Context: an optimization exercise on an open-source flow, tuned for small area, a short achievable clock period and few clock cycles. The choices shown serve that exercise and are no tape-out recipe. The RTL was checked by simulation tests, not by an equivalence proof against the original design.

==> flow/constraint.sdc <==
create_clock -name core_clock -period 10.5 [get_ports {clk}]
set_input_delay 2.1000 -clock core_clock [delete_from_list [all_inputs] [get_ports {clk}]]
set_output_delay 2.1000 -clock core_clock [all_outputs]
set_load 0.01 [all_outputs]
==> flow/flow/run.sh <==
#!/bin/bash
# Standard ORFS layout (the standard.sh, standard synthesis unchanged) with a larger
# setup-slack margin, so that repair_timing keeps improving paths past the 10.5 ns target.
set -euo pipefail
M=$(cat flow/margin)
bash standard.sh SETUP_SLACK_MARGIN=$M finish > standard_finish.log 2>&1
==> flow/standard.sh <==
#!/bin/bash
# synth_recipe.tcl (not shown) runs the flow's synth.tcl, then flattens the netlist and writes it again
# the make line also repeats each setting of config.mk as NAME=value (left out here)
make -C /OpenROAD-flow-scripts/flow DESIGN_CONFIG=/design/flow/config.mk WORK_HOME=/design/flow/orfs CLKGATE_MAP_FILE= SYNTH_SCRIPT=/design/flow/synth_recipe.tcl "${@:-finish}"
==> flow/design.v <==
package fir_pkg;
  typedef enum logic [1:0] {IDLE, PRIME, MAC, DONE} state_t;
  function automatic integer addr_w(input integer taps);
    addr_w = taps > 1 ? $clog2(taps) : 1;
  endfunction
  function automatic logic signed [63:0] sat_narrow(input logic signed [63:0] v, input integer w);
    logic signed [63:0] hi, lo;
    hi = (64'sd1 <<< (w - 1)) - 64'sd1;
    lo = -(64'sd1 <<< (w - 1));
    sat_narrow = v > hi ? hi : v < lo ? lo : v;
  endfunction
endpackage
module fir_mac_lane #(
  parameter int DATA_W  = 16,
  parameter int COEF_W  = 16,
  parameter int ACC_W   = 40,
  parameter int FRAC_SH = 15
) (
  input  logic              clk,
  input  logic [15:0]       x,       
  input  logic [7:0]        one,     
  input  logic [7:0]        two,     
  input  logic [7:0]        neg,     
  input  logic              vld,     
  input  logic              first,   
  output logic              settled, 
  output logic [15:0]       result   
);
  logic [31:0] s, c, sf, cf;
  logic [15:0] pp0;
  logic [15:0] pp1;
  logic [15:0] pp2;
  logic [15:0] pp3;
  logic [15:0] pp4;
  logic [15:0] pp5;
  logic [15:0] pp6;
  logic [15:0] pp7;
  logic [7:0] nv;
  logic [16:0] xe;
  assign xe = {x, 1'b0};
  assign pp0 = ({16{one[0]}} & xe[16:1] | {16{two[0]}} & xe[15:0]) ^ {16{neg[0]}};
  assign pp1 = ({16{one[1]}} & xe[16:1] | {16{two[1]}} & xe[15:0]) ^ {16{neg[1]}};
  assign pp2 = ({16{one[2]}} & xe[16:1] | {16{two[2]}} & xe[15:0]) ^ {16{neg[2]}};
  assign pp3 = ({16{one[3]}} & xe[16:1] | {16{two[3]}} & xe[15:0]) ^ {16{neg[3]}};
  assign pp4 = ({16{one[4]}} & xe[16:1] | {16{two[4]}} & xe[15:0]) ^ {16{neg[4]}};
  assign pp5 = ({16{one[5]}} & xe[16:1] | {16{two[5]}} & xe[15:0]) ^ {16{neg[5]}};
  assign pp6 = ({16{one[6]}} & xe[16:1] | {16{two[6]}} & xe[15:0]) ^ {16{neg[6]}};
  assign pp7 = ({16{one[7]}} & xe[16:1] | {16{two[7]}} & xe[15:0]) ^ {16{neg[7]}};
  assign nv = {8{vld}} & ~(((one | two) & {8{x[15]}}) ^ neg);
  localparam logic [31:0] K_LO = 32'habff0000;
  assign sf = first ? K_LO : s;
  assign cf = first ? '0 : c;
  wire n0s = cf[12] ^ sf[12];
  wire n0c = cf[12] & sf[12];
  wire n1s = cf[13] ^ sf[13];
  wire n1c = cf[13] & sf[13];
  wire n2s = cf[14] ^ sf[14] ^ neg[7];
  wire n2c = cf[14] & sf[14] | cf[14] & neg[7] | sf[14] & neg[7];
  wire n3s = pp0[14] ^ pp1[12];
  wire n3c = pp0[14] & pp1[12];
  wire n4s = cf[15] ^ sf[15] ^ pp0[15];
  wire n4c = cf[15] & sf[15] | cf[15] & pp0[15] | sf[15] & pp0[15];
  wire n5s = pp1[13] ^ pp2[11];
  wire n5c = pp1[13] & pp2[11];
  wire n6s = cf[16] ^ sf[16] ^ pp1[14];
  wire n6c = cf[16] & sf[16] | cf[16] & pp1[14] | sf[16] & pp1[14];
  wire n7s = pp2[12] ^ pp3[10];
  wire n7c = pp2[12] & pp3[10];
  wire n8s = cf[17] ^ sf[17] ^ pp1[15];
  wire n8c = cf[17] & sf[17] | cf[17] & pp1[15] | sf[17] & pp1[15];
  wire n9s = cf[18] ^ sf[18];
  wire n9c = cf[18] & sf[18];
  wire n10s = cf[6] ^ sf[6];
  wire n10c = cf[6] & sf[6];
  wire n11s = cf[7] ^ sf[7];
  wire n11c = cf[7] & sf[7];
  wire n12s = cf[8] ^ sf[8] ^ neg[4];
  wire n12c = cf[8] & sf[8] | cf[8] & neg[4] | sf[8] & neg[4];
  wire n13s = pp0[8] ^ pp1[6];
  wire n13c = pp0[8] & pp1[6];
  wire n14s = cf[9] ^ sf[9] ^ pp0[9];
  wire n14c = cf[9] & sf[9] | cf[9] & pp0[9] | sf[9] & pp0[9];
  wire n15s = pp1[7] ^ pp2[5];
  wire n15c = pp1[7] & pp2[5];
  wire n16s = cf[10] ^ sf[10] ^ neg[5];
  wire n16c = cf[10] & sf[10] | cf[10] & neg[5] | sf[10] & neg[5];
  wire n17s = pp0[10] ^ pp1[8] ^ pp2[6];
  wire n17c = pp0[10] & pp1[8] | pp0[10] & pp2[6] | pp1[8] & pp2[6];
  wire n18s = pp3[4] ^ pp4[2];
  wire n18c = pp3[4] & pp4[2];
  wire n19s = cf[11] ^ sf[11] ^ pp0[11];
  wire n19c = cf[11] & sf[11] | cf[11] & pp0[11] | sf[11] & pp0[11];
  wire n20s = pp1[9] ^ pp2[7] ^ pp3[5];
  wire n20c = pp1[9] & pp2[7] | pp1[9] & pp3[5] | pp2[7] & pp3[5];
  wire n21s = pp4[3] ^ pp5[1];
  wire n21c = pp4[3] & pp5[1];
  wire n22s = neg[6] ^ n0s ^ pp0[12];
  wire n22c = neg[6] & n0s | neg[6] & pp0[12] | n0s & pp0[12];
  wire n23s = pp1[10] ^ pp2[8] ^ pp3[6];
  wire n23c = pp1[10] & pp2[8] | pp1[10] & pp3[6] | pp2[8] & pp3[6];
  wire n24s = pp4[4] ^ pp5[2] ^ pp6[0];
  wire n24c = pp4[4] & pp5[2] | pp4[4] & pp6[0] | pp5[2] & pp6[0];
  wire n25s = n0c ^ n1s ^ pp0[13];
  wire n25c = n0c & n1s | n0c & pp0[13] | n1s & pp0[13];
  wire n26s = pp1[11] ^ pp2[9] ^ pp3[7];
  wire n26c = pp1[11] & pp2[9] | pp1[11] & pp3[7] | pp2[9] & pp3[7];
  wire n27s = pp4[5] ^ pp5[3] ^ pp6[1];
  wire n27c = pp4[5] & pp5[3] | pp4[5] & pp6[1] | pp5[3] & pp6[1];
  wire n28s = n1c ^ pp2[10] ^ pp3[8];
  wire n28c = n1c & pp2[10] | n1c & pp3[8] | pp2[10] & pp3[8];
  wire n29s = pp4[6] ^ pp5[4] ^ pp6[2];
  wire n29c = pp4[6] & pp5[4] | pp4[6] & pp6[2] | pp5[4] & pp6[2];
  wire n30s = pp7[0] ^ n2s ^ n3s;
  wire n30c = pp7[0] & n2s | pp7[0] & n3s | n2s & n3s;
  wire n31s = n2c ^ pp3[9] ^ pp4[7];
  wire n31c = n2c & pp3[9] | n2c & pp4[7] | pp3[9] & pp4[7];
  wire n32s = pp5[5] ^ pp6[3] ^ pp7[1];
  wire n32c = pp5[5] & pp6[3] | pp5[5] & pp7[1] | pp6[3] & pp7[1];
  wire n33s = n3c ^ n5s ^ n4s;
  wire n33c = n3c & n5s | n3c & n4s | n5s & n4s;
  wire n34s = pp4[8] ^ pp5[6] ^ pp6[4];
  wire n34c = pp4[8] & pp5[6] | pp4[8] & pp6[4] | pp5[6] & pp6[4];
  wire n35s = pp7[2] ^ nv[0] ^ n5c;
  wire n35c = pp7[2] & nv[0] | pp7[2] & n5c | nv[0] & n5c;
  wire n36s = n7s ^ n4c ^ n6s;
  wire n36c = n7s & n4c | n7s & n6s | n4c & n6s;
  wire n37s = pp2[13] ^ pp3[11] ^ pp4[9];
  wire n37c = pp2[13] & pp3[11] | pp2[13] & pp4[9] | pp3[11] & pp4[9];
  wire n38s = pp5[7] ^ pp6[5] ^ pp7[3];
  wire n38c = pp5[7] & pp6[5] | pp5[7] & pp7[3] | pp6[5] & pp7[3];
  wire n39s = n7c ^ n6c ^ n8s;
  wire n39c = n7c & n6c | n7c & n8s | n6c & n8s;
  wire n40s = n9s ^ pp2[14] ^ pp3[12];
  wire n40c = n9s & pp2[14] | n9s & pp3[12] | pp2[14] & pp3[12];
  wire n41s = pp4[10] ^ pp5[8] ^ pp6[6];
  wire n41c = pp4[10] & pp5[8] | pp4[10] & pp6[6] | pp5[8] & pp6[6];
  wire n42s = pp7[4] ^ nv[1] ^ n8c;
  wire n42c = pp7[4] & nv[1] | pp7[4] & n8c | nv[1] & n8c;
  wire n43s = cf[19] ^ sf[19] ^ n9c;
  wire n43c = cf[19] & sf[19] | cf[19] & n9c | sf[19] & n9c;
  wire n44s = pp2[15] ^ pp3[13] ^ pp4[11];
  wire n44c = pp2[15] & pp3[13] | pp2[15] & pp4[11] | pp3[13] & pp4[11];
  wire n45s = pp5[9] ^ pp6[7] ^ pp7[5];
  wire n45c = pp5[9] & pp6[7] | pp5[9] & pp7[5] | pp6[7] & pp7[5];
  wire n46s = cf[20] ^ sf[20] ^ pp3[14];
  wire n46c = cf[20] & sf[20] | cf[20] & pp3[14] | sf[20] & pp3[14];
  wire n47s = pp4[12] ^ pp5[10] ^ pp6[8];
  wire n47c = pp4[12] & pp5[10] | pp4[12] & pp6[8] | pp5[10] & pp6[8];
  wire n48s = pp7[6] ^ nv[2];
  wire n48c = pp7[6] & nv[2];
  wire n49s = cf[21] ^ sf[21] ^ pp3[15];
  wire n49c = cf[21] & sf[21] | cf[21] & pp3[15] | sf[21] & pp3[15];
  wire n50s = pp4[13] ^ pp5[11] ^ pp6[9];
  wire n50c = pp4[13] & pp5[11] | pp4[13] & pp6[9] | pp5[11] & pp6[9];
  wire n51s = cf[22] ^ sf[22] ^ pp4[14];
  wire n51c = cf[22] & sf[22] | cf[22] & pp4[14] | sf[22] & pp4[14];
  wire n52s = pp5[12] ^ pp6[10];
  wire n52c = pp5[12] & pp6[10];
  wire n53s = cf[23] ^ sf[23] ^ pp4[15];
  wire n53c = cf[23] & sf[23] | cf[23] & pp4[15] | sf[23] & pp4[15];
  wire n54s = cf[24] ^ sf[24];
  wire n54c = cf[24] & sf[24];
  wire n55s = cf[2] ^ sf[2];
  wire n55c = cf[2] & sf[2];
  wire n56s = cf[3] ^ sf[3];
  wire n56c = cf[3] & sf[3];
  wire n57s = cf[4] ^ sf[4] ^ neg[2];
  wire n57c = cf[4] & sf[4] | cf[4] & neg[2] | sf[4] & neg[2];
  wire n58s = pp0[4] ^ pp1[2];
  wire n58c = pp0[4] & pp1[2];
  wire n59s = cf[5] ^ sf[5] ^ pp0[5];
  wire n59c = cf[5] & sf[5] | cf[5] & pp0[5] | sf[5] & pp0[5];
  wire n60s = pp1[3] ^ pp2[1];
  wire n60c = pp1[3] & pp2[1];
  wire n61s = neg[3] ^ n10s ^ pp0[6];
  wire n61c = neg[3] & n10s | neg[3] & pp0[6] | n10s & pp0[6];
  wire n62s = pp1[4] ^ pp2[2] ^ pp3[0];
  wire n62c = pp1[4] & pp2[2] | pp1[4] & pp3[0] | pp2[2] & pp3[0];
  wire n63s = n10c ^ n11s ^ pp0[7];
  wire n63c = n10c & n11s | n10c & pp0[7] | n11s & pp0[7];
  wire n64s = pp1[5] ^ pp2[3] ^ pp3[1];
  wire n64c = pp1[5] & pp2[3] | pp1[5] & pp3[1] | pp2[3] & pp3[1];
  wire n65s = n11c ^ pp2[4] ^ pp3[2];
  wire n65c = n11c & pp2[4] | n11c & pp3[2] | pp2[4] & pp3[2];
  wire n66s = pp4[0] ^ n12s ^ n13s;
  wire n66c = pp4[0] & n12s | pp4[0] & n13s | n12s & n13s;
  wire n67s = n12c ^ pp3[3] ^ pp4[1];
  wire n67c = n12c & pp3[3] | n12c & pp4[1] | pp3[3] & pp4[1];
  wire n68s = n13c ^ n15s ^ n14s;
  wire n68c = n13c & n15s | n13c & n14s | n15s & n14s;
  wire n69s = pp5[0] ^ n16s ^ n15c;
  wire n69c = pp5[0] & n16s | pp5[0] & n15c | n16s & n15c;
  wire n70s = n18s ^ n14c ^ n17s;
  wire n70c = n18s & n14c | n18s & n17s | n14c & n17s;
  wire n71s = n16c ^ n18c ^ n21s;
  wire n71c = n16c & n18c | n16c & n21s | n18c & n21s;
  wire n72s = n17c ^ n19s ^ n20s;
  wire n72c = n17c & n19s | n17c & n20s | n19s & n20s;
  wire n73s = n21c ^ n19c ^ n20c;
  wire n73c = n21c & n19c | n21c & n20c | n19c & n20c;
  wire n74s = n22s ^ n23s ^ n24s;
  wire n74c = n22s & n23s | n22s & n24s | n23s & n24s;
  wire n75s = n22c ^ n23c ^ n24c;
  wire n75c = n22c & n23c | n22c & n24c | n23c & n24c;
  wire n76s = n25s ^ n26s ^ n27s;
  wire n76c = n25s & n26s | n25s & n27s | n26s & n27s;
  wire n77s = n25c ^ n26c ^ n27c;
  wire n77c = n25c & n26c | n25c & n27c | n26c & n27c;
  wire n78s = n28s ^ n29s ^ n30s;
  wire n78c = n28s & n29s | n28s & n30s | n29s & n30s;
  wire n79s = n28c ^ n29c ^ n31s;
  wire n79c = n28c & n29c | n28c & n31s | n29c & n31s;
  wire n80s = n32s ^ n30c ^ n33s;
  wire n80c = n32s & n30c | n32s & n33s | n30c & n33s;
  wire n81s = n31c ^ n32c ^ n34s;
  wire n81c = n31c & n32c | n31c & n34s | n32c & n34s;
  wire n82s = n35s ^ n33c ^ n36s;
  wire n82c = n35s & n33c | n35s & n36s | n33c & n36s;
  wire n83s = n34c ^ n37s ^ n38s;
  wire n83c = n34c & n37s | n34c & n38s | n37s & n38s;
  wire n84s = n35c ^ n36c ^ n39s;
  wire n84c = n35c & n36c | n35c & n39s | n36c & n39s;
  wire n85s = n37c ^ n38c ^ n40s;
  wire n85c = n37c & n38c | n37c & n40s | n38c & n40s;
  wire n86s = n41s ^ n42s ^ n39c;
  wire n86c = n41s & n42s | n41s & n39c | n42s & n39c;
  wire n87s = n43s ^ n40c ^ n41c;
  wire n87c = n43s & n40c | n43s & n41c | n40c & n41c;
  wire n88s = n44s ^ n45s ^ n42c;
  wire n88c = n44s & n45s | n44s & n42c | n45s & n42c;
  wire n89s = n43c ^ n44c ^ n45c;
  wire n89c = n43c & n44c | n43c & n45c | n44c & n45c;
  wire n90s = n48s ^ n46s ^ n47s;
  wire n90c = n48s & n46s | n48s & n47s | n46s & n47s;
  wire n91s = pp7[7] ^ n48c ^ n46c;
  wire n91c = pp7[7] & n48c | pp7[7] & n46c | n48c & n46c;
  wire n92s = n47c ^ n49s ^ n50s;
  wire n92c = n47c & n49s | n47c & n50s | n49s & n50s;
  wire n93s = pp7[8] ^ nv[3] ^ n52s;
  wire n93c = pp7[8] & nv[3] | pp7[8] & n52s | nv[3] & n52s;
  wire n94s = n49c ^ n50c ^ n51s;
  wire n94c = n49c & n50c | n49c & n51s | n50c & n51s;
  wire n95s = pp5[13] ^ pp6[11] ^ pp7[9];
  wire n95c = pp5[13] & pp6[11] | pp5[13] & pp7[9] | pp6[11] & pp7[9];
  wire n96s = n52c ^ n51c ^ n53s;
  wire n96c = n52c & n51c | n52c & n53s | n51c & n53s;
  wire n97s = n54s ^ pp5[14] ^ pp6[12];
  wire n97c = n54s & pp5[14] | n54s & pp6[12] | pp5[14] & pp6[12];
  wire n98s = pp7[10] ^ nv[4] ^ n53c;
  wire n98c = pp7[10] & nv[4] | pp7[10] & n53c | nv[4] & n53c;
  wire n99s = cf[25] ^ sf[25] ^ n54c;
  wire n99c = cf[25] & sf[25] | cf[25] & n54c | sf[25] & n54c;
  wire n100s = pp5[15] ^ pp6[13] ^ pp7[11];
  wire n100c = pp5[15] & pp6[13] | pp5[15] & pp7[11] | pp6[13] & pp7[11];
  wire n101s = cf[26] ^ sf[26] ^ pp6[14];
  wire n101c = cf[26] & sf[26] | cf[26] & pp6[14] | sf[26] & pp6[14];
  wire n102s = pp7[12] ^ nv[5];
  wire n102c = pp7[12] & nv[5];
  wire n103s = cf[27] ^ sf[27] ^ pp6[15];
  wire n103c = cf[27] & sf[27] | cf[27] & pp6[15] | sf[27] & pp6[15];
  wire n104s = cf[28] ^ sf[28];
  wire n104c = cf[28] & sf[28];
  wire n105s = cf[0] ^ sf[0];
  wire n105c = cf[0] & sf[0];
  wire n106s = cf[1] ^ sf[1];
  wire n106c = cf[1] & sf[1];
  wire n107s = neg[1] ^ n55s ^ pp0[2];
  wire n107c = neg[1] & n55s | neg[1] & pp0[2] | n55s & pp0[2];
  wire n108s = n55c ^ n56s ^ pp0[3];
  wire n108c = n55c & n56s | n55c & pp0[3] | n56s & pp0[3];
  wire n109s = n56c ^ pp2[0] ^ n57s;
  wire n109c = n56c & pp2[0] | n56c & n57s | pp2[0] & n57s;
  wire n110s = n57c ^ n58c ^ n60s;
  wire n110c = n57c & n58c | n57c & n60s | n58c & n60s;
  wire n111s = n60c ^ n59c ^ n61s;
  wire n111c = n60c & n59c | n60c & n61s | n59c & n61s;
  wire n112s = n61c ^ n62c ^ n63s;
  wire n112c = n61c & n62c | n61c & n63s | n62c & n63s;
  wire n113s = n63c ^ n64c ^ n65s;
  wire n113c = n63c & n64c | n63c & n65s | n64c & n65s;
  wire n114s = n65c ^ n67s ^ n66c;
  wire n114c = n65c & n67s | n65c & n66c | n67s & n66c;
  wire n115s = n67c ^ n69s ^ n68c;
  wire n115c = n67c & n69s | n67c & n68c | n69s & n68c;
  wire n116s = n69c ^ n71s ^ n70c;
  wire n116c = n69c & n71s | n69c & n70c | n71s & n70c;
  wire n117s = n71c ^ n73s ^ n72c;
  wire n117c = n71c & n73s | n71c & n72c | n73s & n72c;
  wire n118s = n73c ^ n75s ^ n74c;
  wire n118c = n73c & n75s | n73c & n74c | n75s & n74c;
  wire n119s = n75c ^ n77s ^ n76c;
  wire n119c = n75c & n77s | n75c & n76c | n77s & n76c;
  wire n120s = n77c ^ n79s ^ n78c;
  wire n120c = n77c & n79s | n77c & n78c | n79s & n78c;
  wire n121s = n79c ^ n81s ^ n80c;
  wire n121c = n79c & n81s | n79c & n80c | n81s & n80c;
  wire n122s = n81c ^ n83s ^ n82c;
  wire n122c = n81c & n83s | n81c & n82c | n83s & n82c;
  wire n123s = n83c ^ n85s ^ n84c;
  wire n123c = n83c & n85s | n83c & n84c | n85s & n84c;
  wire n124s = n87s ^ n85c ^ n88s;
  wire n124c = n87s & n85c | n87s & n88s | n85c & n88s;
  wire n125s = n87c ^ n89s ^ n90s;
  wire n125c = n87c & n89s | n87c & n90s | n89s & n90s;
  wire n126s = n89c ^ n91s ^ n90c;
  wire n126c = n89c & n91s | n89c & n90c | n91s & n90c;
  wire n127s = n93s ^ n91c ^ n92c;
  wire n127c = n93s & n91c | n93s & n92c | n91c & n92c;
  wire n128s = n95s ^ n93c ^ n94c;
  wire n128c = n95s & n93c | n95s & n94c | n93c & n94c;
  wire n129s = n95c ^ n97s ^ n98s;
  wire n129c = n95c & n97s | n95c & n98s | n97s & n98s;
  wire n130s = n99s ^ n97c ^ n100s;
  wire n130c = n99s & n97c | n99s & n100s | n97c & n100s;
  wire n131s = n99c ^ n100c ^ n102s;
  wire n131c = n99c & n100c | n99c & n102s | n100c & n102s;
  wire n132s = pp7[13] ^ n102c ^ n101c;
  wire n132c = pp7[13] & n102c | pp7[13] & n101c | n102c & n101c;
  wire n133s = n104s ^ pp7[14] ^ nv[6];
  wire n133c = n104s & pp7[14] | n104s & nv[6] | pp7[14] & nv[6];
  wire n134s = cf[29] ^ sf[29] ^ n104c;
  wire n134c = cf[29] & sf[29] | cf[29] & n104c | sf[29] & n104c;
  wire n135s = cf[30] ^ sf[30];
  wire n135c = cf[30] & sf[30];
  wire n136s = neg[0] ^ n105s;
  wire n136c = neg[0] & n105s;
  wire n137s = n105c ^ n106s ^ pp0[1];
  wire n137c = n105c & n106s | n105c & pp0[1] | n106s & pp0[1];
  wire n138s = n106c ^ pp1[0] ^ n107s;
  wire n138c = n106c & pp1[0] | n106c & n107s | pp1[0] & n107s;
  wire n139s = pp1[1] ^ n107c ^ n108s;
  wire n139c = pp1[1] & n107c | pp1[1] & n108s | n107c & n108s;
  wire n140s = n58s ^ n108c ^ n109s;
  wire n140c = n58s & n108c | n58s & n109s | n108c & n109s;
  wire n141s = n109c ^ n59s ^ n110s;
  wire n141c = n109c & n59s | n109c & n110s | n59s & n110s;
  wire n142s = n62s ^ n110c ^ n111s;
  wire n142c = n62s & n110c | n62s & n111s | n110c & n111s;
  wire n143s = n64s ^ n111c ^ n112s;
  wire n143c = n64s & n111c | n64s & n112s | n111c & n112s;
  wire n144s = n66s ^ n112c ^ n113s;
  wire n144c = n66s & n112c | n66s & n113s | n112c & n113s;
  wire n145s = n113c ^ n68s ^ n114s;
  wire n145c = n113c & n68s | n113c & n114s | n68s & n114s;
  wire n146s = n70s ^ n114c ^ n115s;
  wire n146c = n70s & n114c | n70s & n115s | n114c & n115s;
  wire n147s = n72s ^ n115c ^ n116s;
  wire n147c = n72s & n115c | n72s & n116s | n115c & n116s;
  wire n148s = n74s ^ n116c ^ n117s;
  wire n148c = n74s & n116c | n74s & n117s | n116c & n117s;
  wire n149s = n76s ^ n117c ^ n118s;
  wire n149c = n76s & n117c | n76s & n118s | n117c & n118s;
  wire n150s = n78s ^ n118c ^ n119s;
  wire n150c = n78s & n118c | n78s & n119s | n118c & n119s;
  wire n151s = n119c ^ n80s ^ n120s;
  wire n151c = n119c & n80s | n119c & n120s | n80s & n120s;
  wire n152s = n82s ^ n120c ^ n121s;
  wire n152c = n82s & n120c | n82s & n121s | n120c & n121s;
  wire n153s = n84s ^ n121c ^ n122s;
  wire n153c = n84s & n121c | n84s & n122s | n121c & n122s;
  wire n154s = n86s ^ n122c ^ n123s;
  wire n154c = n86s & n122c | n86s & n123s | n122c & n123s;
  wire n155s = n86c ^ n124s ^ n123c;
  wire n155c = n86c & n124s | n86c & n123c | n124s & n123c;
  wire n156s = n88c ^ n125s ^ n124c;
  wire n156c = n88c & n125s | n88c & n124c | n125s & n124c;
  wire n157s = n92s ^ n125c ^ n126s;
  wire n157c = n92s & n125c | n92s & n126s | n125c & n126s;
  wire n158s = n94s ^ n126c ^ n127s;
  wire n158c = n94s & n126c | n94s & n127s | n126c & n127s;
  wire n159s = n96s ^ n127c ^ n128s;
  wire n159c = n96s & n127c | n96s & n128s | n127c & n128s;
  wire n160s = n96c ^ n128c ^ n129s;
  wire n160c = n96c & n128c | n96c & n129s | n128c & n129s;
  wire n161s = n98c ^ n130s ^ n129c;
  wire n161c = n98c & n130s | n98c & n129c | n130s & n129c;
  wire n162s = n101s ^ n131s ^ n130c;
  wire n162c = n101s & n131s | n101s & n130c | n131s & n130c;
  wire n163s = n103s ^ n131c ^ n132s;
  wire n163c = n103s & n131c | n103s & n132s | n131c & n132s;
  wire n164s = n103c ^ n133s ^ n132c;
  wire n164c = n103c & n133s | n103c & n132c | n133s & n132c;
  wire n165s = pp7[15] ^ n134s ^ n133c;
  wire n165c = pp7[15] & n134s | pp7[15] & n133c | n134s & n133c;
  wire n166s = n135s ^ nv[7] ^ n134c;
  wire n166c = n135s & nv[7] | n135s & n134c | nv[7] & n134c;
  wire n167s = cf[31] ^ sf[31] ^ n135c;
  wire n167c = cf[31] & sf[31] | cf[31] & n135c | sf[31] & n135c;
  always_ff @(posedge clk) begin
    s <= {n167s, n166s, n165s, n164s, n163s, n162s, n161s, n160s, n159s, n158s, n157s, n156s, n155s, n154s, n153s, n152s, n151s, n150s, n149s, n148s, n147s, n146s, n145s, n144s, n143s, n142s, n141s, n140s, n139s, n138s, n137s, n136s};
    c <= {n166c, n165c, n164c, n163c, n162c, n161c, n160c, n159c, n158c, n157c, n156c, n155c, n154c, n153c, n152c, n151c, n150c, n149c, n148c, n147c, n146c, n145c, n144c, n143c, n142c, n141c, n140c, n139c, n138c, n137c, n136c, pp0[0]};
  end
  logic [7:0] u;
  logic [0:0] co;
  localparam logic [7:0] K_HI = 8'hab;
  always_ff @(posedge clk) begin
    co <= {n167c};
    u <= first ? K_HI : u + 8'(co[0]);
  end
  assign settled = c == '0 && co == '0;
  logic [39:0] acc;
  assign acc = {u, s};
  logic ovf;
  assign ovf = acc[39:30] != '0 && acc[39:30] != '1;
  assign result = ovf ? {acc[39], {15{~acc[39]}}} : acc[30:15];
endmodule
module fir_mac_engine #(
  parameter int NUM_CH  = 2,
  parameter int DATA_W  = 16,
  parameter int COEF_W  = 16,
  parameter int TAPS    = 1021,
  parameter int ACC_W   = 40,
  parameter int FRAC_SH = 15
) (
  input  logic                       clk,
  input  logic                       rst_n,
  input  logic                       start,
  output logic [fir_pkg::addr_w(TAPS)-1:0]    coef_addr,
  output logic [fir_pkg::addr_w(TAPS)-1:0]    rd_idx,
  input  logic [COEF_W-1:0]          coef_in,
  input  logic [NUM_CH*DATA_W-1:0]   smpl_in,
  output logic                       busy,
  output logic                       out_vld,
  output logic [NUM_CH*DATA_W-1:0]   smpl_out
);
  localparam int AW = fir_pkg::addr_w(TAPS);
  localparam logic [AW-1:0] LAST = AW'(TAPS - 1);
  logic start_q, edge_det;
  logic [AW-1:0] addr;
  logic v1, v2, f1, first, pend, go;
  logic [7:0] one_d, two_d, neg_d, one, two, neg;
  logic [NUM_CH*DATA_W-1:0] x, res;
  logic [NUM_CH-1:0] settled;
  logic done;
  assign edge_det = start & ~start_q;
  assign go = edge_det & addr == '0 | pend;
  assign coef_addr = addr;
  assign rd_idx = addr;
  logic [16:0] ce;
  assign ce = {coef_in, 1'b0};
  for (genvar i = 0; i < 8; i++) begin : g_enc
    assign one_d[i] = v1 & (ce[2*i+1] ^ ce[2*i]);
    assign two_d[i] = v1 & (ce[2*i+2] ? ~ce[2*i+1] & ~ce[2*i] : ce[2*i+1] & ce[2*i]);
    assign neg_d[i] = v1 & ce[2*i+2] & ~(ce[2*i+1] & ce[2*i]);
  end
  always_ff @(posedge clk) begin
    one <= one_d;
    two <= two_d;
    neg <= neg_d;
    x <= smpl_in;
  end
  for (genvar c = 0; c < NUM_CH; c++) begin : g_lane
    fir_mac_lane #(.DATA_W(DATA_W), .COEF_W(COEF_W), .ACC_W(ACC_W), .FRAC_SH(FRAC_SH)) u_lane (
      .clk(clk),
      .x(x[c*DATA_W +: DATA_W]),
      .one(one),
      .two(two),
      .neg(neg),
      .vld(v2),
      .first(first),
      .settled(settled[c]),
      .result(res[c*DATA_W +: DATA_W])
    );
  end
  assign done = busy & ~v1 & ~v2 & ~f1 & ~pend & (&settled);
  always_ff @(posedge clk) smpl_out <= res;
  always_ff @(posedge clk or negedge rst_n)
    if (!rst_n) begin
      start_q <= 1'b0;
      addr <= '0;
      v1 <= 1'b0;
      v2 <= 1'b0;
      f1 <= 1'b0;
      first <= 1'b0;
      pend <= 1'b0;
      busy <= 1'b0;
      out_vld <= 1'b0;
    end else begin
      start_q <= start;
      addr <= go ? AW'(1) : edge_det || addr == LAST || addr == '0 ? '0 : addr + AW'(1);
      pend <= edge_det & addr != '0;
      v1 <= go | ~edge_det & addr != '0;
      v2 <= v1;
      f1 <= go;
      first <= f1;
      out_vld <= done & ~edge_det;
      busy <= edge_det | busy & ~done;
    end
endmodule
==> flow/config.mk <==
export PLATFORM = sky130hd
export DESIGN_NAME = fir_mac_engine
export DESIGN_NICKNAME = fir_mac_engine
export VERILOG_FILES = /design/flow/design.v
export SDC_FILE = /design/flow/constraint.sdc
export NUM_CORES = 4
export LEC_CHECK = 0
export CAP_MARGIN = 20
export CORE_MARGIN = 2
export CORE_UTILIZATION = 40
export SLEW_MARGIN = 20
==> flow/flow/margin <==
7
==> results.ini, run 1 <==
[run_status]
status = complete, no violations

[synthesis]
seq_area_frac_synth_pct = 25.5
async_flop_share_pct = 7.14
yosysUniqueCellTypes = 44
postSynthAreaPerCell_um2 = 10.0
synth_ff_type = dfxtp_1
syn_nets = 2409
ys_ff_latch = 252
synth_edf_count = 0
netlist_instances = 2002
yosysWarningCount = 2
syn_area_um2 = 20100

[routing]
wl_um = 58700
dr.pass1.iters = 6
final_antenna_net_count = 0
via_count = 14400
vias_per_cell = 5.31
route.detailed.drc = 0
wl_per_cell_um = 21.6
drt_iter0_drc = 1330

[final_layout]
antennaDiodeCount = 0
finalNetCount = 2423
drive_gt1_share_pct = 11.1
mostFrequentLayoutCell = inv_1
final_cell_mix = 281 x inv_1, 277 x fa_1, 236 x a22oi_1
fillers = 4619
synthToLayoutAreaGrowth_pct = 17.1

[grt]
grt_pass1_wl_um = 91000
grt_pass1_vias = 15600
track_usage_pct = 22.5
antenna_found_initial = 0
grt_max_degree = 72
grt-ovfl-total = 0

[setup_path]
startpoint_type = flip-flop
crit_type = reg2reg
arrival_ps = 3920
worstSetupEndpointType = flip-flop
cp_max_fo = 10
required_ps = 10920

[placed_design]
hpwl_um = 37700
gp_congestion = 0.864
io_buffers = 104
place_ws_ps = 6470

[clock_tree]
htreeDepth = 2
cts_tree = built
cts-buffers-inserted = 34
clkLatencyLatePin_ps = 550
path_clk_slew_ps = 60
cts_root_buf = clkbuf_16
cts_buffer_depth = 3
cts_sinks = 252

[floorplanning]
initial_utilization_pct = 40.3
num_io_pins = 105
chipHeight_um = 228
num_rows = 82
dieWidth_um = 228
core_area_um2 = 49900
dieArea_um2 = 52100

[sta]
fmax_mhz = 286
worst_slew_pin_slew_ps = 973
skew_ps = 18.4
whs_ps = 414
setup_viol = 0
rsz0062_at_grt = yes
hold_viol_final = 0
maxSlewHeadroom_pct = 34.5
finalSetupTns_ps = 0
slew_violations = 0
setup_ws_ps = 7000
fin_crit_sh_pct = 33.3
fin_crit_ps = 3500

[worst_hold_path]
timing.hold.worst.class = reg2reg

[flow_run]
maxCapViolations = 0

-- worst max-delay path: stages (launching register included) --
cell and delay, ps:
dfxtp_4 360, buf_12 150, buf_12 140, a22oi_2 170, xor2_1 230, fa_2 480
fa_1 500, inv_1 50, fa_2 340, inv_2 60, fa_1 410, inv_1 80
fa_1 400
-- state kept, by name, summed over array words and instances (netlist names) --
name and flops:
addr 10, busy 1, f1 1, first 1, g_lane.u_lane.c 64, g_lane.u_lane.co 2
g_lane.u_lane.s 64, g_lane.u_lane.u 16, neg 8, one 8, out_vld 1, pend 1
smpl_out 32, start_q 1, two 8, v1 1, v2 1, x 32
-- area by class of cell --
class / count / area, um2 / share of cell area (%)
Tap cell: 672 / 841 / 3.57
Clock buffer: 45 / 996 / 4.23
Inverter: 292 / 1100 / 4.67
Timing Repair Buffer: 168 / 1920 / 8.16
Clock inverter: 15 / 264 / 1.12
Multi-Input combinational cell: 1268 / 13200 / 56.0
Sequential cell: 252 / 5220 / 22.2
-- synth_stat cells, types with 2 or more instances --
library cell	n	area, um2
or2_2	22	138
nor2b_1	83	519
nand4_1	9	56.3
xor2_1	104	911
or3b_2	2	17.5
and4_1	4	35.0
nand2_1	51	191
a22oi_1	240	1800
and2_1	21	131
mux2i_1	7	70.1
and3_1	5	31.3
o21ai_0	34	170
buf_2	18	90.1
o21bai_1	3	22.5
clkbuf_1	147	552
buf_1	12	45.0
nor3_1	4	20.0
inv_1	291	1090
ha_1	70	876
dfrtp_1	18	450
a21oi_1	15	75.1
dfxtp_1	234	4680
nor4_1	19	119
nand3_1	10	50.1
nand2b_1	31	194
nor2_1	52	195
buf_4	10	75.1
fa_1	286	5730
xnor2_1	185	1620
-- metrics by stage --
| step | util (%) | std cells | area, um2 |
|---|---|---|---|
| floorplan | - | 2002 | 20200 |
| global placement | 43.1 | 2620 | 21500 |
| detailed placement | 43.1 | 2620 | 21500 |
| CTS | 46.4 | 2698 | 23200 |
| global route | 47.2 | 2712 | 23500 |
| finish | 47.2 | 2712 | 23500 |
-- path summary, 6_finish.rpt --
kind | startpoint | to | slack (ps) | depth (start not counted)
worst max-delay path | two[1] | g_lane[1].u_lane.s[18] | 7000 | 12
worst min-delay path | g_lane[0].u_lane.u[7] | smpl_out[15] | 410 | 0
worst max register to register | two[1] | g_lane[1].u_lane.s[18] | 7000 | 12
worst min register to register | g_lane[0].u_lane.u[7] | smpl_out[15] | 410 | 0
max in group asynchronous | rst_n | first | 7850 | 1
min in group asynchronous | rst_n | addr[7] | 2040 | 1
-- routing by layer --
layer | global-route usage, % | routed length [um] | up-vias
met5 | 0 | 0 | -
met4 | 9.21 | 2010 | 0
met3 | 4.54 | 5100 | 132
met2 | 36.5 | 27700 | 663
met1 | 29.5 | 23900 | 7305
li1 | - | - | 6311
-- kinds of logic (layout without fill, tap and decap cells) --
kind of cell	after synthesis	count (layout)	share of synthesized area (%)
buffers and inverters	482	520	9.40
adder cells (fa/ha/maj)	356	356	32.8
AND/OR/NAND/NOR	320	320	8.82
AO/OA/AOI/OAI	296	296	10.4
XOR/XNOR	289	289	12.6
flip-flops	252	252	25.5
multiplexers	7	7	0.349
-- repair_timing --
| action | CTS | global route |
|---|---|---|
| cloned | 4 | 3 |
| gates resized for setup | 102 | 58 |
| buffers inserted | 14 | 11 |
| pin swaps | 4 | 18 |
| hold buffers | 0 | 0 |
| setup endpoints to repair | 108 | 39 |
Testbench counts, summed over its fixed seeds: cycles 65,731.
==> run 2: changes to the inputs <==
==> flow/run.sh (new file) <==
#!/bin/bash
# synth_recipe.tcl (not shown) runs the flow's synth.tcl, then flattens the netlist and writes it again
# the make line also repeats each setting of config.mk as NAME=value (left out here)
make -C /OpenROAD-flow-scripts/flow DESIGN_CONFIG=/design/flow/config.mk WORK_HOME=/design/flow/orfs CLKGATE_MAP_FILE= SYNTH_SCRIPT=/design/flow/synth_recipe.tcl finish
removed: flow/flow/run.sh
removed: flow/flow/margin
removed: flow/standard.sh
==> results.ini, run 2 <==
[clock_tree]
cts-buffers-inserted = 30
clkLatencyLatePin_ps = 590
cts_hold_buf = 0
path_clk_slew_ps = 60
cts_resized = 0
cts_sinks = 252
htreeDepth = 1
cts_setup_buffers = 0
cts_buffer_depth = 3
cts_root_buf = clkbuf_16
cts_tree = built

[worst_hold_path]
timing.hold.worst.class = reg2reg

[sta]
maxSlewHeadroom_pct = 34.2
rsz0062_at_grt = no
fin_crit_sh_pct = 45.6
slew_violations = 0
setup_viol = 0
fmax_mhz = 209
fin_crit_ps = 4790
whs_ps = 422
skew_ps = 23.4
finalSetupTns_ps = 0
hold_viol_final = 0
worst_slew_pin_slew_ps = 987
setup_ws_ps = 5710

[setup_path]
crit_type = reg2reg
arrival_ps = 5230
startpoint_type = flip-flop
worstSetupEndpointType = flip-flop
critPathMaxStageDelay_ps = 700
cp_cell_sequence = buf_4 -> buf_4 -> nor2_1 -> fa_1 -> inv_1 -> fa_1 -> inv_1 -> fa_1 -> fa_1 -> inv_1 -> fa_1
path_delay_family = adder cells
crit_buf_inv = 5
path_common_cell = fa_1
required_ps = 10950
cp_max_fo = 65
cp_slowest_cell = dfrtp_4

[floorplanning]
num_io_pins = 105
chipHeight_um = 228
dieWidth_um = 228
dieArea_um2 = 52100
core_area_um2 = 49900
num_rows = 82
initial_utilization_pct = 40.3

[grt]
grt_max_degree = 66
grt_pass1_vias = 15600
grt-ovfl-total = 0
grt_pass1_wl_um = 88500
antenna_found_initial = 2
track_usage_pct = 21.5

[synthesis]
yosysWarningCount = 2
synth_ff_type = dfxtp_1
synth_edf_count = 0
netlist_instances = 2002
postSynthAreaPerCell_um2 = 10.0
seq_area_frac_synth_pct = 25.5
ys_ff_latch = 252
synth_most_common_cell = inv_1
yosys-top-cells-count = 291 x inv_1, 286 x fa_1, 240 x a22oi_1, 234 x dfxtp_1, 185 x xnor2_1
yosysUniqueCellTypes = 44
syn_area_um2 = 20100
async_flop_share_pct = 7.14
yosysTopAreaCell = fa_1
syn_nets = 2409
synthTopCellsByArea = fa_1 28%, dfxtp_1 23%, a22oi_1 9.0%
yosysTopAreaCellShare_pct = 28.5

[final_layout]
multiInputGateArea_um2 = 13100
drive_gt1_share_pct = 6.04
reg_top3 = g_lane.u_lane.c x64, g_lane.u_lane.s x64
post-route-util_pct = 45.0
finalNetCount = 2386
regArea_um2 = 5150
final_cell_mix = 291 x inv_1, 286 x fa_1, 240 x a22oi_1
fillers = 4779
fin_cells = 2676
mostFrequentLayoutCell = inv_1
synthToLayoutAreaGrowth_pct = 11.8

[placed_design]
io_buffers = 104
dp.cells = 2619
place_ws_ps = 5730
gp_congestion = 0.865
hpwl_um = 37400

[routing]
dr.pass1.iters = 5
route.detailed.drc = 0
drt_iter0_drc = 991
wl_um = 55000
wl_per_cell_um = 20.6
final_antenna_net_count = 0
via_count = 14000
vias_per_cell = 5.24

[flow_run]
maxCapViolations = 0

[run_status]
status = complete, no violations

## run 2: layout make-up
class | count | area share (%)
multi-input combinational | 1268 | 58.2
sequential | 252 | 22.9
timing repair buffer | 135 | 5.67
inverter | 292 | 4.88
clock buffer | 41 | 3.89
tap | 672 | 3.74
clock inverter | 15 | 0.663
antenna | 1 | 0.0111
## run 2: worst register-to-register path: cells and delay by family (launching register included)
| kind | cells | cell delay (ps) |
|---|---|---|
| fa+ha+maj | 5 | 2530 |
| buf+inv | 5 | 1250 |
| flops | 1 | 700 |
| simple gates | 1 | 190 |
## run 2: cells by family after synthesis
| logic type | after synthesis | synth area share (%) |
|---|---|---|
| buffers and inverters | 482 | 9.40 |
| adder cells (fa/ha/maj) | 356 | 32.8 |
| AND/OR/NAND/NOR | 320 | 8.82 |
| AO/OA/AOI/OAI | 296 | 10.4 |
| XOR/XNOR | 289 | 12.6 |
| flip-flops | 252 | 25.5 |
| multiplexers | 7 | 0.349 |
## run 2: layer usage
layer | track usage, % | up-vias | wire length (um)
met5 | 0 | - | 0
met4 | 6.52 | 0 | 1440
met3 | 4.35 | 108 | 4730
met2 | 35.6 | 564 | 26000
met1 | 28.4 | 7109 | 22900
li1 | - | 6231 | -
## run 2: per-stage QoR
stage	instance area (um2)
2_1_floorplan	20100
3_3_place_gp	21400
3_5_place_dp	21400
4_1_cts	22500
5_1_grt	22500
6_report	22500
## run 2: path summary, 6_finish.rpt
| check | from | cells past startpoint | slack [ps] | end |
|---|---|---|---|---|
| max | first | 11 | 5710 | g_lane[0].u_lane.s[17] |
| min | g_lane[0].u_lane.u[7] | 0 | 420 | smpl_out[15] |
| max reg2reg | first | 11 | 5710 | g_lane[0].u_lane.s[17] |
| min reg2reg | g_lane[0].u_lane.u[7] | 0 | 420 | smpl_out[15] |
| max in group asynchronous | rst_n | 1 | 7910 | first |
| min in group asynchronous | rst_n | 1 | 1990 | addr[9] |

## afterwards: timing with drivers on the ports
How much do the figures lean on ideal ports? The routed layouts below were timed once more, with nothing changed but the port constraints. Step 1: set_driving_cell puts a clkbuf_16 on clk and a buf_2 on each other input, an assumption about the parent block. Step 2 also shifts input and output timing later by t, the mid clock arrival at the registers, as if the neighbouring blocks saw the same clock. a / b / c = ideal / step 1 / step 2; a / b = the first two.
run	t (ns)	setup slack, ns	cell pins on the clock port's net
run 1	0.597	7.004 / 6.975 / 6.815	1
run 2	0.628	5.714 / 5.714 / 5.714	1
After both steps every run listed still meets setup and hold. The setup slack of run 1, which loses most, moves by -0.029 ns with the drivers and by -0.189 ns with both steps.
